What follows belongs to an exercise in optimizing a design on an open flow for small area; a production flow would make more cautious choices.
The RTL was checked by simulation tests, not by an equivalence proof against the original design.
No activity file was given, so power comes from the tool's default toggle rates.

==> design/flow/design.v <==
package rf_shell_pkg;
  localparam int unsigned EccDataW  = 32;
  localparam int unsigned EccCheckW = 7;
  typedef logic [4:0]                    reg_addr_t;
  typedef logic [EccDataW-1:0]           reg_data_t;
  typedef logic [EccCheckW-1:0]          reg_ecc_t;
  typedef logic [EccCheckW+EccDataW-1:0] reg_word_t;
  typedef struct packed {
    logic        software;
    logic        timer;
    logic        external;
    logic [14:0] fast;
    logic        nm;
  } irq_t;
  typedef struct packed {
    logic      we;
    reg_addr_t waddr;
    reg_word_t wdata;
  } rf_wr_t;
  function automatic logic [EccCheckW-2:0] ecc_column(int unsigned idx);
    logic [EccCheckW-2:0] col;
    int unsigned          seen;
    col  = '0;
    seen = 0;
    for (int unsigned v = 3; v < 64; v = v + 1) begin
      if ($countones(6'(v)) >= 2) begin
        if (seen == idx) begin
          col = 6'(v);
        end
        seen = seen + 1;
      end
    end
    ecc_column = col;
  endfunction
endpackage
`timescale 1ns/10ps
module sleep_ctrl (
  input  logic                  clk_i,
  input  logic                  rst_ni,
  input  logic                  test_en_i,
  input  logic                  fetch_enable_i,
  input  logic                  core_busy_i,
  input  logic                  debug_req_i,
  input  rf_shell_pkg::irq_t    irq_i,
  output logic                  core_en_o,
  output logic                  core_sleep_o
);
  logic fetch_enable_q;
  logic core_busy_q;
  logic irq_pending;
  logic clock_en;
  always_ff @(posedge clk_i or negedge rst_ni) begin
    if (!rst_ni) begin
      fetch_enable_q <= 1'b0;
    end else if (fetch_enable_i) begin
      fetch_enable_q <= 1'b1;
    end
  end
  always_ff @(posedge clk_i or negedge rst_ni) begin
    if (!rst_ni) begin
      core_busy_q <= 1'b0;
    end else begin
      core_busy_q <= core_busy_i;
    end
  end
  assign irq_pending = irq_i.software | irq_i.timer | irq_i.external |
                       (|irq_i.fast) | irq_i.nm;
  assign clock_en     = fetch_enable_q & (core_busy_q | debug_req_i | irq_pending);
  assign core_sleep_o = ~clock_en;
  assign core_en_o = clock_en | test_en_i;
endmodule
`timescale 1ns/10ps
module register_file_ff (
  input  logic        clk_i,
  input  logic        rst_ni,
  input  logic        we_i,
  input  logic [4:0]  waddr_i,
  input  logic [33:0] wdata_i,
  input  logic [4:0]  raddr_a_i,
  input  logic [4:0]  raddr_b_i,
  output logic [33:0] rdata_a_o,
  output logic [33:0] rdata_b_o
);
  logic [33:0] entry_q [32];
  logic [31:1] sel_a, sel_b;
  logic        phase_q;
  logic [33:0] wentry;
  logic [33:0] wentry_ph;
  logic [33:0] wentry_phn;
  logic        flip_a, flip_b;
  logic [1:0]  cls_a, cls_b;
  logic        valid_a, valid_b;
  logic        flip_va, flip_vb;
  logic        valid_an, valid_bn, flip_van, flip_vbn;
  always_ff @(posedge clk_i or negedge rst_ni) begin
    if (!rst_ni) begin
      phase_q <= 1'b0;
    end else begin
      phase_q <= ~phase_q;
    end
  end
  assign wentry = {~wdata_i[32], ~wdata_i[33], wdata_i[31:0]};
  assign wentry_phn = ~(wentry ^ {34{phase_q}});
  for (genvar c = 0; c < 34; c++) begin : gen_wdrv
    rf_inv u_drv (
      .a_i  (wentry_phn[c]),
      .y_no (wentry_ph[c])
    );
  end
  for (genvar i = 1; i < 32; i++) begin : gen_regs
    logic we_n, write, hold, sel_an, sel_bn;
    assign we_n   = ~(we_i & (waddr_i == 5'(i)));
    assign sel_an = ~(raddr_a_i == 5'(i));
    assign sel_bn = ~(raddr_b_i == 5'(i));
    rf_inv u_write_drv (.a_i(we_n),   .y_no(write));
    rf_inv u_hold_drv  (.a_i(write),  .y_no(hold));
    rf_inv u_sela_drv  (.a_i(sel_an), .y_no(sel_a[i]));
    rf_inv u_selb_drv  (.a_i(sel_bn), .y_no(sel_b[i]));
    rf_row #(
      .Width (32)
    ) u_row (
      .clk_i   (clk_i),
      .write_i (write),
      .hold_i  (hold),
      .wdata_i (wentry_ph[31:0]),
      .q_o     (entry_q[i][31:0])
    );
    for (genvar c = 32; c < 34; c++) begin : gen_cls
      rf_bit_r u_bit (
        .clk_i   (clk_i),
        .rst_ni  (rst_ni),
        .write_i (write),
        .hold_i  (hold),
        .wdata_i (wentry_ph[c]),
        .q_o     (entry_q[i][c])
      );
    end
  end
  assign flip_a = phase_q & (|sel_a);
  assign flip_b = phase_q & (|sel_b);
  for (genvar b = 0; b < 34; b++) begin : gen_rd
    logic [31:1] col;
    for (genvar i = 1; i < 32; i++) begin : gen_col
      assign col[i] = entry_q[i][b];
    end
    if (b < 32) begin : gen_data
      rf_rd_bit u_rd_a (
        .d_i     (col),
        .sel_i   (sel_a),
        .flip_i  (flip_va),
        .valid_i (valid_a),
        .q_o     (rdata_a_o[b])
      );
      rf_rd_bit u_rd_b (
        .d_i     (col),
        .sel_i   (sel_b),
        .flip_i  (flip_vb),
        .valid_i (valid_b),
        .q_o     (rdata_b_o[b])
      );
    end else begin : gen_cls
      rf_rd_cls u_rd_a (
        .d_i    (col),
        .sel_i  (sel_a),
        .flip_i (flip_a),
        .q_o    (cls_a[b-32])
      );
      rf_rd_cls u_rd_b (
        .d_i    (col),
        .sel_i  (sel_b),
        .flip_i (flip_b),
        .q_o    (cls_b[b-32])
      );
    end
  end
  assign valid_an     = ~|cls_a;
  assign valid_bn     = ~|cls_b;
  assign flip_van     = ~(flip_a & (|cls_a));
  assign flip_vbn     = ~(flip_b & (|cls_b));
  rf_inv u_valid_a_drv (.a_i(valid_an), .y_no(valid_a));
  rf_inv u_valid_b_drv (.a_i(valid_bn), .y_no(valid_b));
  rf_inv u_flip_a_drv  (.a_i(flip_van), .y_no(flip_va));
  rf_inv u_flip_b_drv  (.a_i(flip_vbn), .y_no(flip_vb));
  assign rdata_a_o[32] = cls_a[0] & ~cls_a[1];
  assign rdata_a_o[33] = cls_a[1] & ~cls_a[0];
  assign rdata_b_o[32] = cls_b[0] & ~cls_b[1];
  assign rdata_b_o[33] = cls_b[1] & ~cls_b[0];
endmodule
module rf_row #(
  parameter int unsigned Width = 32
) (
  input  logic             clk_i,
  input  logic             write_i,
  input  logic             hold_i,
  input  logic [Width-1:0] wdata_i,
  output logic [Width-1:0] q_o
);
  for (genvar b = 0; b < Width; b++) begin : gen_bits
    rf_bit u_bit (
      .clk_i   (clk_i),
      .write_i (write_i),
      .hold_i  (hold_i),
      .wdata_i (wdata_i[b]),
      .q_o     (q_o[b])
    );
  end
endmodule
module rf_bit (
  input  logic clk_i,
  input  logic write_i,
  input  logic hold_i,
  input  logic wdata_i,
  output logic q_o
);
  always_ff @(posedge clk_i) begin
    q_o <= ~((q_o | write_i) & (wdata_i | hold_i));
  end
endmodule
module rf_bit_r (
  input  logic clk_i,
  input  logic rst_ni,
  input  logic write_i,
  input  logic hold_i,
  input  logic wdata_i,
  output logic q_o
);
  always_ff @(posedge clk_i or negedge rst_ni) begin
    if (!rst_ni) begin
      q_o <= 1'b0;
    end else begin
      q_o <= ~((q_o | write_i) & (wdata_i | hold_i));
    end
  end
endmodule
module rf_rd_or (
  input  logic [31:1] d_i,
  input  logic [31:1] sel_i,
  output logic [2:0]  part_o
);
  logic [10:0] grp_n;
  for (genvar g = 0; g < 10; g++) begin : gen_grp
    rf_aoi3 u_aoi (
      .d_i   (d_i[3*g+1 +: 3]),
      .sel_i (sel_i[3*g+1 +: 3]),
      .y_no  (grp_n[g])
    );
  end
  assign grp_n[10] = ~(d_i[31] & sel_i[31]);
  rf_nand #(.N(4)) u_part0 (.a_i(grp_n[3:0]),  .y_o(part_o[0]));
  rf_nand #(.N(4)) u_part1 (.a_i(grp_n[7:4]),  .y_o(part_o[1]));
  rf_nand #(.N(3)) u_part2 (.a_i(grp_n[10:8]), .y_o(part_o[2]));
endmodule
module rf_rd_bit (
  input  logic [31:1] d_i,
  input  logic [31:1] sel_i,
  input  logic        flip_i,
  input  logic        valid_i,
  output logic        q_o
);
  logic [2:0] part;
  logic       any_valid;
  rf_rd_or u_or (
    .d_i    (d_i),
    .sel_i  (sel_i),
    .part_o (part)
  );
  rf_oa31 u_gate (
    .a_i (part),
    .b_i (valid_i),
    .y_o (any_valid)
  );
  assign q_o = any_valid ^ flip_i;
endmodule
module rf_rd_cls (
  input  logic [31:1] d_i,
  input  logic [31:1] sel_i,
  input  logic        flip_i,
  output logic        q_o
);
  logic [2:0] part;
  rf_rd_or u_or (
    .d_i    (d_i),
    .sel_i  (sel_i),
    .part_o (part)
  );
  logic       any;
  rf_or3 u_any (
    .a_i (part),
    .y_o (any)
  );
  assign q_o = any ^ flip_i;
endmodule
module rf_oa31 (
  input  logic [2:0] a_i,
  input  logic       b_i,
  output logic       y_o
);
  assign y_o = (|a_i) & b_i;
endmodule
module rf_aoi3 (
  input  logic [2:0] d_i,
  input  logic [2:0] sel_i,
  output logic       y_no
);
  assign y_no = ~|(d_i & sel_i);
endmodule
module rf_nand #(
  parameter int unsigned N = 4
) (
  input  logic [N-1:0] a_i,
  output logic         y_o
);
  assign y_o = ~&a_i;
endmodule
module rf_or3 (
  input  logic [2:0] a_i,
  output logic       y_o
);
  assign y_o = |a_i;
endmodule
module rf_inv (
  input  logic a_i,
  output logic y_no
);
  assign y_no = ~a_i;
endmodule
`timescale 1ns/10ps
module rf_ecc_check (
  input  rf_shell_pkg::reg_word_t  rdata_i,
  output rf_shell_pkg::reg_data_t  rdata_o,
  output logic                     err_single_o,
  output logic                     err_double_o
);
  localparam int unsigned DataW  = rf_shell_pkg::EccDataW;
  localparam int unsigned CheckW = rf_shell_pkg::EccCheckW;
  localparam int unsigned SyndW  = CheckW - 1;
  rf_shell_pkg::reg_data_t data;
  rf_shell_pkg::reg_ecc_t  check;
  logic [SyndW-1:0]        contrib [DataW];
  logic [SyndW-1:0]        syndrome;
  logic [DataW-1:0]        flip;
  logic                    parity;
  logic                    syndrome_nz;
  assign data  = rdata_i[DataW-1:0];
  assign check = rdata_i[DataW +: CheckW];
  for (genvar i = 0; i < DataW; i++) begin : gen_col
    localparam logic [SyndW-1:0] Col = rf_shell_pkg::ecc_column(i);
    assign contrib[i] = Col & {SyndW{data[i]}};
  end
  always_comb begin
    syndrome = check[SyndW-1:0];
    for (int unsigned i = 0; i < DataW; i++) begin
      syndrome = syndrome ^ contrib[i];
    end
  end
  assign parity      = ^{check, data};
  assign syndrome_nz = |syndrome;
  for (genvar i = 0; i < DataW; i++) begin : gen_flip
    localparam logic [SyndW-1:0] Col = rf_shell_pkg::ecc_column(i);
    assign flip[i] = parity & (syndrome == Col);
  end
  assign rdata_o = data ^ flip;
  assign err_single_o = parity;
  assign err_double_o = ~parity & syndrome_nz;
endmodule
`timescale 1ns/10ps
module rf_shell_top (
  input  logic        clk_i,
  input  logic        rst_ni,
  input  logic        test_en_i,
  input  logic        fetch_enable_i,
  input  logic        core_busy_i,
  input  logic        debug_req_i,
  input  logic [18:0] irq_i,
  input  logic [44:0] rf_wr_i,
  input  logic [4:0]  rf_raddr_a_i,
  input  logic [4:0]  rf_raddr_b_i,
  output logic [31:0] rf_rdata_a_o,
  output logic [31:0] rf_rdata_b_o,
  output logic        alert_minor_o,
  output logic        alert_major_o,
  output logic        core_sleep_o
);
  logic                    core_en;
  rf_shell_pkg::irq_t      irq;
  rf_shell_pkg::rf_wr_t    rf_wr;
  rf_shell_pkg::reg_data_t wdata_dec;
  logic                    wsingle, wdouble;
  logic [33:0]             entry_a, entry_b;
  assign irq   = rf_shell_pkg::irq_t'(irq_i);
  assign rf_wr = rf_shell_pkg::rf_wr_t'(rf_wr_i);
  sleep_ctrl u_sleep_ctrl (
    .clk_i          (clk_i),
    .rst_ni         (rst_ni),
    .test_en_i      (test_en_i),
    .fetch_enable_i (fetch_enable_i),
    .core_busy_i    (core_busy_i),
    .debug_req_i    (debug_req_i),
    .irq_i          (irq),
    .core_en_o      (core_en),
    .core_sleep_o   (core_sleep_o)
  );
  rf_ecc_check u_check_w (
    .rdata_i      (rf_wr.wdata),
    .rdata_o      (wdata_dec),
    .err_single_o (wsingle),
    .err_double_o (wdouble)
  );
  register_file_ff u_register_file (
    .clk_i     (clk_i),
    .rst_ni    (rst_ni),
    .we_i      (core_en & rf_wr.we),
    .waddr_i   (rf_wr.waddr),
    .wdata_i   ({wdouble, wsingle, wdata_dec}),
    .raddr_a_i (rf_raddr_a_i),
    .raddr_b_i (rf_raddr_b_i),
    .rdata_a_o (entry_a),
    .rdata_b_o (entry_b)
  );
  assign rf_rdata_a_o  = entry_a[31:0];
  assign rf_rdata_b_o  = entry_b[31:0];
  assign alert_minor_o = entry_a[32] | entry_b[32];
  assign alert_major_o = entry_a[33] | entry_b[33];
endmodule
==> design/flow/flow/run.sh <==
#!/bin/bash
# Standard ORFS layout with three changes: the inverters that drive the
# register file's long lines are sized up before placement (flow/presize.tcl),
# port buffers use the smallest buffer, and clock tree synthesis builds
# clusters of clkbuf_16 without dummy loads.
set -euo pipefail
export BUFFER_PORTS_ARGS="-buffer_cell sky130_fd_sc_hd__buf_1"
export CTS_ARGS="-sink_clustering_enable -repair_clock_nets -dont_use_dummy_load -buf_list sky130_fd_sc_hd__clkbuf_16 -sink_clustering_size 24 -sink_clustering_max_diameter 100"
bash standard.sh floorplan > standard_floorplan.log 2>&1
ODB=$PWD/orfs/results/$FLOW_PLATFORM/rf_shell_top/base/2_floorplan.odb openroad -no_init -exit flow/presize.tcl > presize.log 2>&1
bash standard.sh > standard.log 2>&1
==> design/flow/flow/presize.tcl <==
# Size the inverters that drive the register file's long row and column
# lines before placement: an inverter with many loads becomes inv_2, or
# inv_4 for the heaviest. Only the drive strength changes, not the function.
set plat $::env(FLOW_HOME)/platforms/sky130hd
read_lef $plat/lef/sky130_fd_sc_hd.tlef
read_lef $plat/lef/sky130_fd_sc_hd_merged.lef
read_db $::env(ODB)
set db [ord::get_db]
set inv2 [$db findMaster sky130_fd_sc_hd__inv_2]
set inv4 [$db findMaster sky130_fd_sc_hd__inv_4]
set n2 0
set n4 0
foreach inst [[ord::get_db_block] getInsts] {
  if {[[$inst getMaster] getName] ne "sky130_fd_sc_hd__inv_1"} continue
  foreach it [$inst getITerms] {
    if {![$it isOutputSignal]} continue
    set net [$it getNet]
    if {$net eq "NULL"} continue
    set loads [expr {[llength [$net getITerms]] - 1}]
    if {$loads < 12} continue
    # A line that also feeds the inverter of its complement line is the
    # heaviest: it gets inv_4
    set feeds_inv 0
    foreach t2 [$net getITerms] {
      if {[$t2 isInputSignal] && [string match "sky130_fd_sc_hd__inv_*" [[[$t2 getInst] getMaster] getName]]} {
        set feeds_inv 1
      }
    }
    if {$feeds_inv} {
      $inst swapMaster $inv4
      incr n4
    } else {
      $inst swapMaster $inv2
      incr n2
    }
  }
}
puts "presize: $n2 inverters to inv_2, $n4 to inv_4"
write_db $::env(ODB)
==> design/flow/standard.sh <==
#!/bin/bash
# synth_recipe.tcl (not shown) runs the flow's synth.tcl, then flattens the netlist and writes it again
# the make line also repeats each setting of config.mk as NAME=value (left out here)
make -C /OpenROAD-flow-scripts/flow DESIGN_CONFIG=/design/flow/config.mk WORK_HOME=/design/flow/orfs CLKGATE_MAP_FILE= SYNTH_SCRIPT=/design/flow/synth_recipe.tcl "${@:-finish}"
==> design/flow/config.mk <==
export PLATFORM = sky130hd
export DESIGN_NAME = rf_shell_top
export DESIGN_NICKNAME = rf_shell_top
export VERILOG_FILES = /design/flow/design.v
export SDC_FILE = /design/flow/constraint.sdc
export NUM_CORES = 8
export LEC_CHECK = 0
export CAP_MARGIN = 20
export CORE_MARGIN = 2
export CORE_UTILIZATION = 50
export SLEW_MARGIN = 20
export SYNTH_HIERARCHICAL = 1
==> design/flow/constraint.sdc <==
create_clock -name core_clock -period 13.0 [get_ports {clk_i}]
set_input_delay 2.6000 -clock core_clock [delete_from_list [all_inputs] [get_ports {clk_i}]]
set_output_delay 2.6000 -clock core_clock [all_outputs]
set_load 0.01 [all_outputs]
==> results of run 1 <==
-- through the flow --
step,instances,total power [mW],setup slack [ns],hold WS [ns]
6_report,4991,8.946,3.262,0.4755
3_3_place_gp,4937,7.001,3.778,0.4506
4_1_cts,4987,8.799,3.623,0.4739
3_5_place_dp,4937,7.142,3.639,0.4606
5_1_grt,4988,9.253,3.255,0.4871
2_1_floorplan,3749,6.200,4.740,0.4430
-- final cells by class --
cell class | instances | area (um2)
fill | 7128 | 36760
sequential | 1057 | 21490
multi-input combinational | 2507 | 18570
tap | 1060 | 1326
clock buffer | 50 | 1251
inverter | 164 | 693.2
timing repair buffer | 149 | 574.3
antenna | 4 | 10.01
-- worst paths after layout --
check                                                                endpoint  slack [ns]
min reg2reg                                                              flop        0.48
max in group asynchronous                             u_register_file.phase_q       10.12
max                                                          rf_rdata_b_o[19]        3.26
max reg2reg                                                              flop        9.65
min in group asynchronous  u_register_file.gen_regs[18].gen_cls[33].u_bit.q_o        2.14
min                                                                      flop        0.48
-- layer usage --
layer | part of all wire (%) | GRT usage [%] | vias up
met5 | 0.084 | 0.5114 | -
met3 | 17 | 18.79 | 799
li1 | - | - | 17040
met2 | 39 | 62.49 | 3763
met1 | 35 | 58.14 | 20620
met4 | 8.3 | 32.91 | 20
-- placed cells by master (no fill, tap or decap), types with 3 or more instances in the layout --
master	synthesis	routed
and2_1	4	4
nand3_1	68	68
xnor3_1	8	8
buf_4	1	3
dfxtp_1	992	992
o22ai_1	1054	1054
dfrtp_1	65	64
nor3b_1	5	5
diode_2	0	4
nand2b_1	7	7
nor3_1	19	19
nor3_2	6	6
nor2b_1	11	11
clkbuf_16	0	50
xnor3_2	3	3
nand4_1	145	145
o31a_1	64	64
nor2_1	32	32
xor2_1	112	112
inv_4	0	31
a222oi_1	680	680
inv_2	1	132
nand2_1	168	168
buf_1	1	145
or3_1	5	5
nor4_1	17	17
xnor2_1	73	73
-- Yosys stat by module (local to each module, per instance), a selection --
module | flops+latches | cells | cell area (um2)
rf_oa31 | 0 | 1 | 8.758
rf_bit | 1 | 2 | 26.28
rf_rd_bit | 0 | 1 | 8.758
rf_bit_r | 1 | 2 | 31.28
sleep_ctrl | 2 | 13 | 126.4
rf_ecc_check | 0 | 157 | 1411
rf_rd_or | 0 | 1 | 3.754
rf_inv | 0 | 1 | 3.754
rf_shell_top | 0 | 3 | 18.77
rf_or3 | 0 | 1 | 6.256
rf_aoi3 | 0 | 1 | 10.01
register_file_ff | 1 | 218 | 1180
-- worst max-delay path: stages --
cell and delay (ns):
buf_1 0.17, nor2b_1 0.68, nand2_1 0.14, inv_2 0.85, a222oi_1 0.27, nand4_1 0.23
or3_1 0.16, xor2_1 0.28, o221ai_1 0.21, inv_2 0.67, buf_4 0.48, xor2_1 0.20
buf_1 0.18
-- sequential cells by signal, summed over array words and instances (netlist names) --
register,cells
u_sleep_ctrl.core_busy_q,1
u_register_file.gen_regs.gen_cls.u_bit.q_o,62
u_register_file.phase_q,1
u_sleep_ctrl.fetch_enable_q,1
u_register_file.gen_regs.u_row.gen_bits.u_bit.q_o,992
-- power by group --
group | internal, mW | total (mW) | switching (mW)
clock network | 0.688 | 1.74 | 1.05
logic | 0.840 | 2.34 | 1.50
registers | 4.15 | 4.87 | 0.720
total | 5.68 | 8.95 | 3.27
-- logic make-up (layout without fill, tap and decap cells) --
group	after synthesis	in the layout	synth area share, %
AOI/OAI and AO/OA	1805	1805	34.37
DFF	1057	1057	52.68
xor gates and xnor gates	201	201	4.857
buffers and inverters	185	363	1.786
other	0	4	0
and+or+nand+nor	501	501	6.305
==> qor.csv, run 1 <==
stage,metric,value,unit
status,status,"complete, no violations",
die,FP Rows,104,
timing,endpoints failing setup,0,
logic_synthesis,top_reg_cell synth,dfxtp_1,
worst_setup_path,startpoint types,input pin,
die,Die H,289.6,um
timing,final hold vios,0,
worst_setup_path,Worst Path Arrival,7.14,ns
logic_synthesis,sequential fraction of the synthesis area,52.68,%
timing,fin. max-slew vios,0,
die,Initial Util,50.55,%
cts,CTS-repair resized insts,0,
cts,CTS tree,built,
route,Avg WL per Cell,40.32,um
route,antenna-violating nets left,0,
run,Max Cap Viol,0,
cts,clock sink count,1057,
die,chip width,289.6,um
route,drt total wl,201200,um
logic_synthesis,Yosys top cell by area,dfxtp_1,
placement,routability cong.,1.026,
timing,RSZ-0062 raised after global routing,false,
timing,worst slew pin tran,1.216,ns
worst_setup_path,CP Class,input pin to output port,
cts,CTS buffer count,50,
logic_synthesis,top-count cell post-synth,o22ai_1,
power_and_ir_drop,peak supply drop,155.2,uV
timing,Max-slew headroom,18.85,%
logic_synthesis,Post-synth EDFFs,0,
die,Die ar.,0.08387,mm2
grt,first-pass GRT wire length,281600,um
grt,largest net degree at the start of global routing,66,
power_and_ir_drop,Power Dens Cells,203.7,mW/mm2
finish,Layout area overhead,7.676,%
route,detail-routed via count per cell,8.463,
worst_setup_path,CP Launch Point,rf_raddr_b_i[0],
logic_synthesis,share of the synthesized area in the top cell type,48.69,%
worst_setup_path,crit path capture type,output port,
power_and_ir_drop,Leak,15.56,nW
logic_synthesis,YS warnings,13,
finish,Final nets,4009,
grt,vias in the first global route,40190,
timing,Clock Skew,0.04476,ns
cts,clk slew on worst S/H paths,0.09,ns
cts,Clock Root Buffer,clkbuf_16,
finish,"Core Util, Final",54.43,%
logic_synthesis,Synth Register Bits,1057,
cts,"Hold-fix buffers, CTS",0,
worst_setup_path,RR Startpoint,u_sleep_ctrl.core_busy_q,
logic_synthesis,Synth Area per Inst,10.88,um2
placement,HPWL after DPL,114300,um
placement,number of I/O port buffers,146,
timing,minimum clock period,9.738,ns
finish,share of cells above drive strength 1,6.061,%
logic_synthesis,syn nets,3829,
logic_synthesis,synth cell count leaders,"1,054 x o22ai_1, 992 x dfxtp_1, 680 x a222oi_1",
route,drc violations,0,
worst_setup_path,Register-to-Register Path Depth,10,
die,core area,0.08068,mm2
route,routed via count,42240,
worst_setup_path,Critical Path RT,10.40,ns
min_path,Hold Path Cell Cnt,1,
cts,CTS HTree Levels,2,
timing,crit share post-route,74.91,%
cts,Worst-Skew Late Latency,0.67,ns
finish,Final Cell Area,0.04391,mm2
die,IO Count,147,
logic_synthesis,cell count after synthesis,3749,
grt,grt total ovfl,0,
worst_setup_path,CP max FO,35,
route,number of detailed-route iterations in the first pass,15,
logic_synthesis,fraction of registers with async set/reset,6.149,%
placement,Placed Area,0.04265,mm2
min_path,Hold WC Path Type,flop to flop,
route,drt initial violations,10380,
logic_synthesis,Area contributors post-synth,"dfxtp_1 49%, a222oi_1 17%, o22ai_1 16%",
timing,Max Fclk,102.7,MHz
logic_synthesis,Synth Cell Area,0.04078,mm2
timing,Fin Setup TNS,0,ns
cts,Clock Tree Buf Depth,3,
grt,antenna violations before repair,14,
cts,"Setup Fix Bufs, Post-CTS",0,
logic_synthesis,Cell variety after synth,48,
grt,overall routing resource usage,45.82,%
==> run 2: changes to the inputs <==
--- a/design/flow/design.v
+++ b/design/flow/design.v
@@ -136,8 +136,8 @@
       );
     end
   end
-  assign flip_a = phase_q & (|sel_a);
-  assign flip_b = phase_q & (|sel_b);
+  assign flip_a = phase_q & (|raddr_a_i);
+  assign flip_b = phase_q & (|raddr_b_i);
   for (genvar b = 0; b < 34; b++) begin : gen_rd
     logic [31:1] col;
     for (genvar i = 1; i < 32; i++) begin : gen_col
==> design/flow/flow/run.sh (replaced) <==
#!/bin/bash
# Standard ORFS layout with three changes: the inverters that drive the
# register file's long lines are sized up before placement (flow/presize.tcl),
# port buffers use the smallest buffer, and clock tree synthesis builds
# clusters of clkbuf_16 without dummy loads.
set -euo pipefail
export BUFFER_PORTS_ARGS="-buffer_cell sky130_fd_sc_hd__buf_1"
export CTS_ARGS="-sink_clustering_enable -repair_clock_nets -dont_use_dummy_load -buf_list sky130_fd_sc_hd__clkbuf_16 -sink_clustering_size 28 -sink_clustering_max_diameter 100"
bash standard.sh floorplan > standard_floorplan.log 2>&1
ODB=$PWD/orfs/results/$FLOW_PLATFORM/rf_shell_top/base/2_floorplan.odb openroad -no_init -exit flow/presize.tcl > presize.log 2>&1
bash standard.sh > standard.log 2>&1
--- a/design/flow/config.mk
+++ b/design/flow/config.mk
@@ -7,6 +7,6 @@
 export LEC_CHECK = 0
 export CAP_MARGIN = 20
 export CORE_MARGIN = 2
-export CORE_UTILIZATION = 50
+export CORE_UTILIZATION = 60
 export SLEW_MARGIN = 20
 export SYNTH_HIERARCHICAL = 1
==> run 2 against run 1 <==
  * Global-route usage is 5.5 points higher
  * Design area is 1.1% lower
  * Maximum frequency is 3.4% higher
  * Combinational power is about 10% lower
  * Routed wire length is 6.5% lower
  * Still clean
  * Sequential power hardly changed
  * Non-clock buffer count is 2 lower
  * Via count is 1.5% higher
  * Clock skew is 0.0015 ns lower
==> qor.csv, run 2 <==
stage,metric,value,unit
finish,max FFs per register,992,
finish,"commonest non-fill, non-tap cells in the layout","1,054 x o22ai_1, 992 x dfxtp_1, 680 x a222oi_1",
timing,Max Fclk,106.2,MHz
finish,biggest regs,"u_register_file.gen_regs.u_row.gen_bits.u_bit.q_o (992), u_register_file.gen_regs.gen_cls.u_bit.q_o (62)",
placement,Placed Area,0.04234,mm2
cts,"Hold-fix buffers, CTS",0,
logic_synthesis,Synth Register Bits,1057,
power_and_ir_drop,peak supply drop,179.2,uV
logic_synthesis,cell count after synthesis,3719,
cts,CTS HTree Levels,2,
route,routed via count,42850,
worst_setup_path,startpoint types,input pin,
logic_synthesis,top_reg_cell synth,dfxtp_1,
route,Avg WL per Cell,39.40,um
finish,"most common cell after layout, fill and taps aside",o22ai_1,
route,drc violations,0,
min_path,Hold WC Path Type,flop to flop,
route,detail-routed via count per cell,8.978,
grt,overall routing resource usage,51.30,%
cts,Clock Tree Buf Depth,3,
timing,Max-slew headroom,24.40,%
cts,Clock Root Buffer,clkbuf_16,
timing,fin. max-slew vios,0,
cts,CTS-repair resized insts,0,
timing,WHS,0.4771,ns
grt,first-pass GRT wire length,268400,um
power_and_ir_drop,Reg power frac,56.9,%
worst_setup_path,crit path capture type,output port,
worst_setup_path,reg2reg setup slack,9.67,ns
grt,vias in the first global route,40330,
worst_setup_path,CP Class,input pin to output port,
logic_synthesis,Cell variety after synth,48,
timing,minimum clock period,9.415,ns
timing,Fin Setup TNS,0,ns
route,antenna-violating nets left,0,
die,core area,0.06716,mm2
die,FP Rows,95,
logic_synthesis,Area contributors post-synth,"dfxtp_1 49%, a222oi_1 17%, o22ai_1 16%",
cts,Worst-Skew Late Latency,0.67,ns
logic_synthesis,Yosys top cell by area,dfxtp_1,
placement,placed cells,4719,
power_and_ir_drop,Cell Int Power,5.526,mW
logic_synthesis,Synth Cell Area,0.04073,mm2
die,Die H,264.6,um
logic_synthesis,top-count cell post-synth,o22ai_1,
power_and_ir_drop,Logic pwr share,24.4,%
logic_synthesis,share of the synthesized area in the top cell type,48.75,%
logic_synthesis,Synth Area per Inst,10.95,um2
die,Die ar.,0.06999,mm2
logic_synthesis,syn nets,3799,
cts,CTS buffer count,43,
finish,register area,0.02149,mm2
timing,crit share post-route,72.42,%
logic_synthesis,Post-synth EDFFs,0,
power_and_ir_drop,Leak,15.32,nW
power_and_ir_drop,Sw Ratio,35.75,%
status,status,"complete, no violations",
logic_synthesis,synth cell count leaders,"1,054 x o22ai_1, 992 x dfxtp_1, 680 x a222oi_1",
finish,share of cells above drive strength 1,6.043,%
finish,Layout area overhead,6.669,%
worst_setup_path,Critical Path RT,10.40,ns
logic_synthesis,sequential fraction of the synthesis area,52.75,%
cts,clock sink count,1057,
power_and_ir_drop,Clock power frac,18.7,%
finish,Fill cells,5432,
die,IO Count,147,
timing,Clock Skew,0.04329,ns
worst_setup_path,CP max FO,34,
die,Initial Util,60.65,%
placement,routability cong.,1.059,
grt,largest net degree at the start of global routing,66,
cts,CTS tree,built,
power_and_ir_drop,NetSw,3.074,mW
route,number of detailed-route iterations in the first pass,19,
timing,worst slew pin tran,1.132,ns
finish,footprint of the multi-input gates,0.01852,mm2
timing,final hold vios,0,
route,drt initial violations,12070,
worst_setup_path,Worst Path Arrival,6.82,ns
finish,Final Cell Area,0.04345,mm2
run,Max Cap Viol,0,
logic_synthesis,fraction of registers with async set/reset,6.149,%
timing,endpoints failing setup,0,
finish,Biggest register,u_register_file.gen_regs.u_row.gen_bits.u_bit.q_o,
die,chip width,264.6,um
cts,clk slew on worst S/H paths,0.10,ns
grt,antenna violations before repair,17,
finish,Final nets,3971,
finish,Final Non-Filler Cells,4773,
grt,grt total ovfl,0,
power_and_ir_drop,Power Dens Cells,197.9,mW/mm2
placement,number of I/O port buffers,146,
timing,RSZ-0062 raised after global routing,false,
cts,"Setup Fix Bufs, Post-CTS",0,
placement,HPWL after DPL,108000,um
logic_synthesis,YS warnings,13,
route,drt total wl,188100,um
-- run 2: cell types whose count changed after synthesis, moves of 3 or more --
cell / delta
nand2b_1: -4
and4b_1: +3
nor3b_1: -5
nor4_1: -14
nor3_1: -7
buf_2: -3
nand4_1: -4
and4bb_1: +3
nor2_1: -10
and3b_1: +5
nor3b_2: +6
-- run 2: final timing paths --
path	startpoint	endpoint	depth (start not counted)
max	rf_raddr_a_i[4]	rf_rdata_a_o[8]	13
min	flop	flop	1
max reg2reg	u_sleep_ctrl.core_busy_q	flop	9
min reg2reg	flop	flop	1
max in group asynchronous	rst_ni	u_register_file.phase_q	1
min in group asynchronous	rst_ni	u_register_file.gen_regs[21].gen_cls[33].u_bit.q_o	1
-- run 2: per-stage QoR --
stage / util (%) / setup slack (ns) / power (mW)
floorplan: - / 4.603 / 6.079
global placement: 63.05 / 4.003 / 6.757
detailed placement: 63.05 / 3.872 / 6.911
CTS: 64.65 / 3.850 / 8.431
global route: 64.68 / 3.438 / 8.869
finish: 64.70 / 3.585 / 8.600
-- run 2: cell families (layout without fill, tap and decap cells) --
kind of cell | Yosys count | count (layout) | share of synthesized area [%]
buffers and inverters | 183 | 353 | 1.797
other | 0 | 11 | 0
XOR/XNOR | 201 | 201 | 4.863
flip-flops | 1057 | 1057 | 52.75
AND/OR/NAND/NOR | 473 | 473 | 6.193
AO/OA/AOI/OAI | 1805 | 1805 | 34.40
-- run 2: worst max-delay path: stages --
cell      delay, ns
buf_1          0.26
and3b_1        0.27
nand2_1        0.08
inv_2          0.33
a222oi_1       0.58
nand4_1        0.24
or3_1          0.41
xor2_1         0.17
nor2_1         0.18
a211o_1        0.15
clkinv_2       0.75
xor2_1         0.51
buf_1          0.19
-- run 2: power groups by stage --
stage / clock network, mW / logic (mW) / registers, mW
detailed placement: 0 / 2.00 / 4.92
global placement: 0 / 1.92 / 4.84
CTS: 1.59 / 1.99 / 4.85
finish: 1.61 / 2.10 / 4.89
floorplan: 0 / 1.36 / 4.72
global route: 1.69 / 2.20 / 4.98
-- run 2: area by class of cell --
cell class / instances / share of cell area, %
antenna: 11 / 0.06335
timing repair buffer: 147 / 1.287
clock buffer: 43 / 2.477
multi-input combinational: 2479 / 42.61
sequential: 1057 / 49.45
inverter: 163 / 1.592
tap: 873 / 2.514
-- run 2: modules after synthesis, one instance, submodules excluded, a selection --
module | cell area, um2 | cells
rf_or3 | 6.256 | 1
rf_rd_cls | 8.758 | 1
rf_aoi3 | 10.01 | 1
rf_inv | 3.754 | 1
rf_oa31 | 8.758 | 1
rf_bit_r | 31.28 | 2
-- run 2: layer usage --
| metal | wire, um | track usage, % | part of all wire (%) |
|---|---|---|---|
| met2 | 74290 | 70.98 | 40 |
| met3 | 35400 | 23.61 | 19 |
| met1 | 61200 | 62.43 | 33 |
| met4 | 16910 | 37.16 | 9.0 |
| met5 | 260 | 1.940 | 0.14 |
==> run 3: changes to the inputs <==
--- a/design/flow/design.v
+++ b/design/flow/design.v
@@ -258,18 +258,18 @@
   output logic        q_o
 );
   logic [2:0] part;
-  logic       any_valid;
+  logic       any_valid_n;
   rf_rd_or u_or (
     .d_i    (d_i),
     .sel_i  (sel_i),
     .part_o (part)
   );
-  rf_oa31 u_gate (
-    .a_i (part),
-    .b_i (valid_i),
-    .y_o (any_valid)
+  rf_oai31 u_gate (
+    .a_i  (part),
+    .b_i  (valid_i),
+    .y_no (any_valid_n)
   );
-  assign q_o = any_valid ^ flip_i;
+  assign q_o = ~(any_valid_n ^ flip_i);
 endmodule
 module rf_rd_cls (
   input  logic [31:1] d_i,
@@ -283,19 +283,19 @@
     .sel_i  (sel_i),
     .part_o (part)
   );
-  logic       any;
-  rf_or3 u_any (
-    .a_i (part),
-    .y_o (any)
+  logic       any_n;
+  rf_nor3 u_any (
+    .a_i  (part),
+    .y_no (any_n)
   );
-  assign q_o = any ^ flip_i;
+  assign q_o = ~(any_n ^ flip_i);
 endmodule
-module rf_oa31 (
+module rf_oai31 (
   input  logic [2:0] a_i,
   input  logic       b_i,
-  output logic       y_o
+  output logic       y_no
 );
-  assign y_o = (|a_i) & b_i;
+  assign y_no = ~((|a_i) & b_i);
 endmodule
 module rf_aoi3 (
   input  logic [2:0] d_i,
@@ -312,11 +312,11 @@
 );
   assign y_o = ~&a_i;
 endmodule
-module rf_or3 (
+module rf_nor3 (
   input  logic [2:0] a_i,
-  output logic       y_o
+  output logic       y_no
 );
-  assign y_o = |a_i;
+  assign y_no = ~|a_i;
 endmodule
 module rf_inv (
   input  logic a_i,
==> design/flow/flow/run.sh (replaced) <==
#!/bin/bash
# Standard ORFS layout with three changes: cells are resized before placement
# (flow/presize.tcl: logic cells with few loads to their smallest size, the
# inverters that drive the register file's long lines up), port buffers use
# the smallest buffer, and clock tree synthesis builds clusters of clkbuf_16
# joined by clkbuf_8, without dummy loads.
set -euo pipefail
export BUFFER_PORTS_ARGS="-buffer_cell sky130_fd_sc_hd__buf_1"
export CTS_ARGS="-sink_clustering_enable -repair_clock_nets -dont_use_dummy_load -buf_list sky130_fd_sc_hd__clkbuf_8 -sink_clustering_buffer sky130_fd_sc_hd__clkbuf_16 -sink_clustering_size 28 -sink_clustering_max_diameter 100"
bash standard.sh floorplan > standard_floorplan.log 2>&1
ODB=$PWD/orfs/results/$FLOW_PLATFORM/rf_shell_top/base/2_floorplan.odb openroad -no_init -exit flow/presize.tcl > presize.log 2>&1
bash standard.sh > standard.log 2>&1
==> design/flow/flow/presize.tcl (replaced) <==
# Resize cells before placement; only drive strengths change, never the
# function, and flip-flops are left as synthesis made them.
# 1. A logic cell with few loads takes the smallest size of its kind
#    (synthesis sizes some up for delay, which this design does not need).
# 2. The inverters that drive the register file's long row and column lines
#    (twelve loads or more) become inv_2, and inv_4 for a line that also
#    feeds the inverter of its complement line.
set plat $::env(FLOW_HOME)/platforms/sky130hd
read_lef $plat/lef/sky130_fd_sc_hd.tlef
read_lef $plat/lef/sky130_fd_sc_hd_merged.lef
read_db $::env(ODB)
set db [ord::get_db]
set inv2 [$db findMaster sky130_fd_sc_hd__inv_2]
set inv4 [$db findMaster sky130_fd_sc_hd__inv_4]

proc master_area {m} { expr {[$m getWidth] * [$m getHeight]} }

proc out_net {inst} {
  foreach it [$inst getITerms] {
    if {[$it isOutputSignal]} { return [$it getNet] }
  }
  return "NULL"
}

set nd 0
set saved 0
set n2 0
set n4 0
foreach inst [[ord::get_db_block] getInsts] {
  set m [$inst getMaster]
  set name [$m getName]
  if {![regexp {^(sky130_fd_sc_hd__[a-z0-9]+)_([0-9]+)$} $name -> base size]} continue
  set net [out_net $inst]
  if {$net eq "NULL"} continue
  set loads [expr {[llength [$net getITerms]] - 1}]

  if {$base eq "sky130_fd_sc_hd__inv" && $size == 1 && $loads >= 12} {
    set feeds_inv 0
    foreach t2 [$net getITerms] {
      if {[$t2 isInputSignal] && [string match "sky130_fd_sc_hd__inv_*" [[[$t2 getInst] getMaster] getName]]} {
        set feeds_inv 1
      }
    }
    if {$feeds_inv} {
      $inst swapMaster $inv4
      incr n4
    } else {
      $inst swapMaster $inv2
      incr n2
    }
    continue
  }

  # Logic cells only: no flip-flops, latches, clock, buffer, tie or tap cells
  if {[regexp {__(df|ed|sd|dl|tap|conb|clk|buf|inv|fill|decap|diode)} $name]} continue
  if {$size <= 1 || $loads > 4} continue
  set best $m
  foreach s {0 1} {
    set cand [$db findMaster ${base}_$s]
    if {$cand ne "NULL" && [master_area $cand] < [master_area $best]} { set best $cand }
  }
  if {$best ne $m} {
    set saved [expr {$saved + ([master_area $m] - [master_area $best]) / 1e6}]
    $inst swapMaster $best
    incr nd
  }
}
puts "presize: $nd logic cells to the smallest size ($saved um2), $n2 inverters to inv_2, $n4 to inv_4"
write_db $::env(ODB)
==> run 3 against run 2 <==
  * Routed wire length fell by 3.5%
  * Combinational power about the same
  * Utilization down 0.60 points
  * Synthesized cell count unchanged
  * Final cell count hardly changed
==> qor.csv, run 3 <==
stage,metric,value,unit
cts,CTS-repair resized insts,0,
route,detail-routed via count per cell,8.947,
grt,grt total ovfl,0,
logic_synthesis,top-count cell post-synth,o22ai_1,
min_path,Hold WC Path Type,flop to flop,
logic_synthesis,cell count after synthesis,3719,
die,IO Count,147,
logic_synthesis,fraction of registers with async set/reset,6.149,%
logic_synthesis,syn nets,3799,
worst_setup_path,"Largest stage delay, worst path",0.76,ns
cts,clock sink count,1057,
finish,biggest regs,"u_register_file.gen_regs.u_row.gen_bits.u_bit.q_o (992), u_register_file.gen_regs.gen_cls.u_bit.q_o (62)",
timing,crit share post-route,74.53,%
min_path,Hold Path Cell Cnt,1,
cts,CTS HTree Levels,2,
timing,Max-slew headroom,26.36,%
placement,routability cong.,1.074,
grt,first-pass GRT wire length,260600,um
cts,clk slew on worst S/H paths,0.11,ns
logic_synthesis,top_reg_cell synth,dfxtp_1,
grt,largest net degree at the start of global routing,66,
worst_setup_path,Worst path top cell family by delay,buffers and inverters,
die,Die H,265.4,um
worst_setup_path,"Slowest-stage cell, CP",nor3b_1,
worst_setup_path,worst path cell trace,buf_1 > nor3b_1 > nand2_1 > inv_2 > a222oi_1 > nand4_1 > nor3_1 > xnor2_1 > nor2_1 > a211o_1 > clkinv_2 > xnor2_1 > buf_1,
route,drt initial violations,12650,
logic_synthesis,sequential fraction of the synthesis area,52.42,%
worst_setup_path,crit path buf inv count,4,
grt,antenna violations before repair,3,
grt,overall routing resource usage,48.89,%
logic_synthesis,Synth Register Bits,1057,
worst_setup_path,CP max FO,34,
timing,minimum clock period,9.688,ns
status,status,"complete, no violations",
route,drt total wl,181400,um
logic_synthesis,Area contributors post-synth,"dfxtp_1 48%, a222oi_1 17%, o22ai_1 16%",
power_and_ir_drop,Power Dens Cells,197.8,mW/mm2
worst_setup_path,startpoint types,input pin,
cts,CTS tree,built,
timing,Fin Setup TNS,0,ns
worst_setup_path,CP Class,input pin to output port,
grt,vias in the first global route,38160,
timing,worst slew pin tran,1.105,ns
cts,Worst-Skew Late Latency,0.81,ns
worst_setup_path,Worst Path Arrival,7.09,ns
route,antenna-violating nets left,0,
logic_synthesis,synth cell count leaders,"1,054 x o22ai_1, 992 x dfxtp_1, 680 x a222oi_1",
finish,Final nets,3973,
placement,Placed Area,0.04216,mm2
cts,"Setup Fix Bufs, Post-CTS",0,
timing,Clock Skew,0.05397,ns
logic_synthesis,Synth Cell Area,0.04099,mm2
placement,number of I/O port buffers,146,
cts,"Hold-fix buffers, CTS",0,
timing,endpoints failing setup,0,
power_and_ir_drop,Leak,15.22,nW
timing,final hold vios,0,
logic_synthesis,Post-synth EDFFs,0,
logic_synthesis,Synth Area per Inst,11.02,um2
logic_synthesis,YS warnings,13,
die,chip width,265.4,um
route,Avg WL per Cell,38.04,um
logic_synthesis,Yosys top cell by area,dfxtp_1,
finish,"commonest non-fill, non-tap cells in the layout","1,054 x o22ai_1, 992 x dfxtp_1, 680 x a222oi_1",
timing,RSZ-0062 raised after global routing,false,
finish,Final Cell Area,0.04320,mm2
cts,Clock Tree Buf Depth,3,
finish,"most common cell after layout, fill and taps aside",o22ai_1,
timing,fin. max-slew vios,0,
die,Die ar.,0.07042,mm2
route,drc violations,0,
die,core area,0.06740,mm2
finish,max FFs per register,992,
route,number of detailed-route iterations in the first pass,17,
run,Max Cap Viol,0,
die,FP Rows,95,
die,Initial Util,60.82,%
timing,Max Fclk,103.2,MHz
logic_synthesis,share of the synthesized area in the top cell type,48.45,%
cts,Clock Root Buffer,clkbuf_8,
worst_setup_path,crit path capture type,output port,
power_and_ir_drop,peak supply drop,142.8,uV
worst_setup_path,CP Launch Point,rf_raddr_a_i[4],
finish,Layout area overhead,5.388,%
power_and_ir_drop,"Power, Total",8.545,mW
placement,HPWL after DPL,108100,um
finish,share of cells above drive strength 1,5.551,%
worst_setup_path,Critical Path RT,10.40,ns
route,routed via count,42670,
finish,Fill cells,5397,
finish,Biggest register,u_register_file.gen_regs.u_row.gen_bits.u_bit.q_o,
worst_setup_path,Register-to-Register Path Depth,9,
cts,CTS buffer count,43,
worst_setup_path,RR Startpoint,u_sleep_ctrl.core_busy_q,
timing,WHS,0.4785,ns
logic_synthesis,Cell variety after synth,48,
worst_setup_path,reg2reg setup slack,9.75,ns
[run 3: changes by cell type in the layout (fill, tap and decap cells not counted), sizes merged]
cell	change
xnor2	+68
xor2	-68
o31a	-64
o31ai	+64
diode	-6
nor3	+4
or3	-4
buf	+3
clkbuf	-1
[run 3: cells by family (layout without fill, tap and decap cells)]
kind of cell / after synthesis / count (layout) / synth area share, %
AOI/OAI and AO/OA: 1805 / 1805 / 34.77
DFF: 1057 / 1057 / 52.42
and+or+nand+nor: 473 / 473 / 6.191
xor gates and xnor gates: 201 / 201 / 4.832
buffers and inverters: 183 / 355 / 1.786
other: 0 / 5 / 0
[run 3: how the worst max path moves through the flow]
stage,cells after the start,to,slack (ns)
6_report,13,rf_rdata_a_o[25],3.31
2_1_floorplan,12,rf_rdata_b_o[0],4.78
4_1_cts,13,rf_rdata_b_o[6],3.57
5_1_grt,13,rf_rdata_a_o[7],3.27
3_3_place_gp,13,rf_rdata_b_o[28],3.80
3_5_place_dp,13,rf_rdata_b_o[6],3.60
[run 3: layer usage]
layer  vias up  GRT usage (%)  part of all wire (%)
li1      16910              -                     -
met1     20220          67.39                    35
met2      4671          67.97                    39
met3       873          17.27                    18
met4         2          23.67                   7.1
met5         -              0                0.0072
[run 3: power by group]
part | switching, mW | internal (mW) | total [mW] | leakage [nW]
clock network | 1.00 | 0.557 | 1.56 | 0.504
logic | 1.29 | 0.779 | 2.07 | 5.38
registers | 0.764 | 4.15 | 4.92 | 9.34
[run 3: area by class of cell]
type,instances,area [um2],area share (%)
flip-flops and latches,1057,21490,49.74
multi-input cells,2479,18320,42.41
well taps,873,1092,2.529
clock buffers,43,1020,2.361
inverters,163,691.9,1.602
repair buffers,149,571.8,1.324
diodes,5,12.51,0.02897
[run 3: metrics by stage]
step                      utilization [%]  setup WS, ns  cells
after floorplan                         -         4.779   3719
after global placement              62.56         3.799   4721
after detailed placement            62.56         3.605   4721
after CTS                           64.07         3.566   4764
after global routing                64.09         3.270   4768
final                               64.09         3.312   4769
[run 3: modules after synthesis, one instance, submodules excluded, a selection]
module	flip-flops and latches	times used	cell area [um2]	cells inside
rf_bit	1	992	26.28	2
rf_rd_or	0	68	3.754	1
rf_nor3	0	4	10.01	1
sleep_ctrl	2	1	126.4	13
rf_inv	0	162	3.754	1
rf_rd_bit	0	64	8.758	1
rf_shell_top	0	1	18.77	3
rf_aoi3	0	680	10.01	1
rf_rd_cls	0	4	8.758	1
rf_bit_r	1	62	31.28	2
rf_ecc_check	0	1	1411	157
rf_oai31	0	64	12.51	1
register_file_ff	1	1	1130	188
==> run 4: changes to the inputs <==
--- a/design/flow/config.mk
+++ b/design/flow/config.mk
@@ -7,6 +7,6 @@
 export LEC_CHECK = 0
 export CAP_MARGIN = 20
 export CORE_MARGIN = 2
-export CORE_UTILIZATION = 60
+export CORE_UTILIZATION = 65
 export SLEW_MARGIN = 20
 export SYNTH_HIERARCHICAL = 1
==> run 4 against run 3 <==
  * Synthesized cell count is the same
  * Sequential share of layout area is essentially flat
  * Sequential power barely moved
  * Non-clock buffer count shrank 2
  * Utilization is 4.7 points higher
  * First-iteration DRC count fell by 5.0%
  * Die area is 7.6% lower
  * Critical path depth unchanged
  * Combinational power hardly changed
  * Highest routed layer unchanged
  * Largest power group unchanged
  * Worst hold slack better by 0.0013 ns
==> qor.csv, run 4 <==
stage,metric,value,unit
grt,vias in the first global route,40070,
logic_synthesis,Area contributors post-synth,"dfxtp_1 48%, a222oi_1 17%, o22ai_1 16%",
grt,met1 usage in global routing,66.53,%
logic_synthesis,syn nets,3799,
placement,number of I/O port buffers,146,
die,Die ar.,0.06508,mm2
finish,"commonest non-fill, non-tap cells in the layout","1,054 x o22ai_1, 992 x dfxtp_1, 680 x a222oi_1",
timing,crit share post-route,75.47,%
die,FP Rows,92,
route,drt total wl,174800,um
cts,clock sink count,1057,
logic_synthesis,Synth Register Bits,1057,
timing,final hold vios,0,
logic_synthesis,share of the synthesized area in the top cell type,48.45,%
grt,met3 global-route usage,20.98,%
worst_setup_path,startpoint types,input pin,
route,antenna-violating nets left,0,
logic_synthesis,sequential fraction of the synthesis area,52.42,%
route,drc violations,0,
cts,CTS HTree Levels,2,
finish,Biggest register,u_register_file.gen_regs.u_row.gen_bits.u_bit.q_o,
power_and_ir_drop,Leak,15.22,nW
die,core area,0.06274,mm2
finish,max FFs per register,992,
route,drt initial violations,12020,
logic_synthesis,Synth Area per Inst,11.02,um2
finish,Final nets,3972,
power_and_ir_drop,peak supply drop,167.6,uV
worst_setup_path,Critical Path RT,10.40,ns
logic_synthesis,Cell variety after synth,48,
timing,endpoints failing setup,0,
grt,first-pass GRT wire length,252700,um
logic_synthesis,fraction of registers with async set/reset,6.149,%
die,IO Count,147,
logic_synthesis,Synth Cell Area,0.04099,mm2
logic_synthesis,synth cell count leaders,"1,054 x o22ai_1, 992 x dfxtp_1, 680 x a222oi_1",
cts,CTS-repair resized insts,0,
route,number of detailed-route iterations in the first pass,17,
die,chip width,255.1,um
logic_synthesis,top-count cell post-synth,o22ai_1,
timing,Clock Skew,0.07128,ns
cts,Clock Root Buffer,clkbuf_8,
placement,placed cells,4692,
logic_synthesis,Post-synth EDFFs,0,
worst_setup_path,CP Class,input pin to output port,
grt,M2 GR Usage,69.34,%
placement,routability cong.,1.031,
route,Avg WL per Cell,36.90,um
grt,largest net degree at the start of global routing,66,
logic_synthesis,cell count after synthesis,3719,
logic_synthesis,YS warnings,13,
cts,Worst-Skew Late Latency,0.78,ns
cts,CTS tree,built,
route,routed via count,42700,
power_and_ir_drop,Power Dens Cells,197.3,mW/mm2
worst_setup_path,crit path capture type,output port,
timing,fin. max-slew vios,0,
cts,CTS buffer count,44,
timing,minimum clock period,9.811,ns
cts,Clock Tree Buf Depth,3,
status,status,"complete, no violations",
die,Die H,255.1,um
finish,share of cells above drive strength 1,5.527,%
run,Max Cap Viol,0,
finish,Final Non-Filler Cells,4737,
finish,Layout area overhead,5.299,%
worst_setup_path,CP max FO,34,
logic_synthesis,Yosys top cell by area,dfxtp_1,
placement,HPWL after DPL,101500,um
timing,worst slew pin tran,1.100,ns
finish,"most common cell after layout, fill and taps aside",o22ai_1,
finish,Fill cells,4754,
logic_synthesis,top_reg_cell synth,dfxtp_1,
grt,busiest layer in global routing,met2,
finish,biggest regs,"u_register_file.gen_regs.u_row.gen_bits.u_bit.q_o (992), u_register_file.gen_regs.gen_cls.u_bit.q_o (62)",
grt,antenna violations before repair,2,
timing,Max Fclk,101.9,MHz
power_and_ir_drop,"Power, Total",8.513,mW
cts,"Setup Fix Bufs, Post-CTS",0,
timing,Max-slew headroom,26.70,%
route,detail-routed via count per cell,9.014,
grt,overall routing resource usage,51.41,%
worst_setup_path,Worst Path Arrival,7.21,ns
min_path,Hold WC Path Type,flop to flop,
cts,"Hold-fix buffers, CTS",0,
die,Initial Util,65.34,%
grt,grt total ovfl,0,
timing,RSZ-0062 raised after global routing,false,
timing,Fin Setup TNS,0,ns
cts,clk slew on worst S/H paths,0.10,ns
## run 4: critical path, stage by stage
cell and delay, ns:
buf_1 0.12, nor2b_1 0.79, nand2_1 0.16, inv_2 0.73, a222oi_1 0.29, nand4_1 0.26, nor3_1 0.12, xnor2_1 0.24
nor2_1 0.10, a211o_1 0.29, inv_2 0.78, xnor2_1 0.45, buf_1 0.23
## run 4: metal layers
layer,vias up,share of wire (%)
li1,16900,-
met4,2,8.6
met1,19970,34
met5,-,0.0046
met2,4823,39
met3,1002,19
## run 4: kinds of logic after synthesis
kind of cell / Yosys count / synth area share, %
XOR/XNOR: 201 / 4.832
AND/OR/NAND/NOR: 473 / 6.191
flip-flops: 1057 / 52.42
AO/OA/AOI/OAI: 1805 / 34.77
buffers and inverters: 183 / 1.786
## run 4: per-module statistics from Yosys (local to each module, per instance), excerpt
module | times used | flip-flops and latches | cells inside
register_file_ff | 1 | 1 | 188
rf_aoi3 | 680 | 0 | 1
rf_bit_r | 62 | 1 | 2
rf_ecc_check | 1 | 0 | 157
rf_inv | 162 | 0 | 1
rf_nor3 | 4 | 0 | 1
rf_rd_bit | 64 | 0 | 1
rf_rd_or | 68 | 0 | 1
sleep_ctrl | 1 | 2 | 13
## run 4: area by class of cell
cell class	count	area, um2	area share [%]
Tap cell	846	1059	2.453
Multi-Input combinational cell	2479	18320	42.45
Sequential cell	1057	21490	49.78
Clock buffer	44	1045	2.421
Antenna cell	1	2.502	0.005798
Timing Repair Buffer	147	556.8	1.290
Inverter	163	689.4	1.597
## run 4: power by group
group	internal [mW]	switching [mW]
Sequential	4.15	0.755
Clock	0.569	0.997
Combinational	0.779	1.26
Total	5.50	3.01
## run 4: worst paths after layout
check,cells past startpoint,slack [ns],endpoint,start
setup / recovery,13,3.19,rf_rdata_a_o[18],rf_raddr_a_i[1]
hold / removal,1,0.48,flop,flop
setup reg to reg,9,9.88,flop,u_sleep_ctrl.core_busy_q
hold reg to reg,1,0.48,flop,flop
max in group asynchronous,2,10.36,u_register_file.gen_regs[14].gen_cls[32].u_bit.q_o,rst_ni
min in group asynchronous,2,1.99,u_register_file.gen_regs[12].gen_cls[32].u_bit.q_o,rst_ni
## run 4: through the flow
stage,utilization [%],cell area (um2),worst slack [ns],hold slack [ns]
after floorplan,-,40990,4.779,0.4430
final,68.80,43160,3.189,0.4798
after global routing,68.80,43160,3.206,0.4895
after CTS,68.79,43160,3.614,0.4774
after detailed placement,67.13,42110,3.642,0.4596
after global placement,67.13,42110,3.749,0.4509

==> afterwards: timing with drivers on the ports <==
In the flow no input, the clock included, has a driving cell. The finished layouts below were timed again as built, in two steps. Step 1, drivers: a clkbuf_16 drives clk_i and a buf_2 each remaining input, both assumed. Step 2, shift: input delay + t, output delay - t, t = (earliest + latest rising clock arrival at the registers) / 2. This alone moves slack from input paths to output paths. Three values: no drivers, after step 1, after step 2; two values: the first two.
| run | shift t [ns] | slack for setup (ns) | worst setup path at the end | worst register clock-pin slew, ns | worst data-port slew with drivers (ns) |
|---|---|---|---|---|---|
| run 1 | 0.716 | 3.262 / 3.190 / 3.190 | input to output | 0.10 / 0.10 | 0.12 |
| run 2 | 0.708 | 3.585 / 3.462 / 3.462 | input to output | 0.11 / 0.11 | 0.13 |
| run 3 | 0.839 | 3.312 / 3.286 / 3.286 | input to output | 0.12 / 0.12 | 0.06 |
| run 4 | 0.814 | 3.189 / 3.146 / 3.146 | input to output | 0.11 / 0.11 | 0.05 |
After both steps every run listed still meets setup and hold. The setup slack of run 2, which loses most, moves by -0.123 ns with the drivers and by -0.123 ns with both steps.
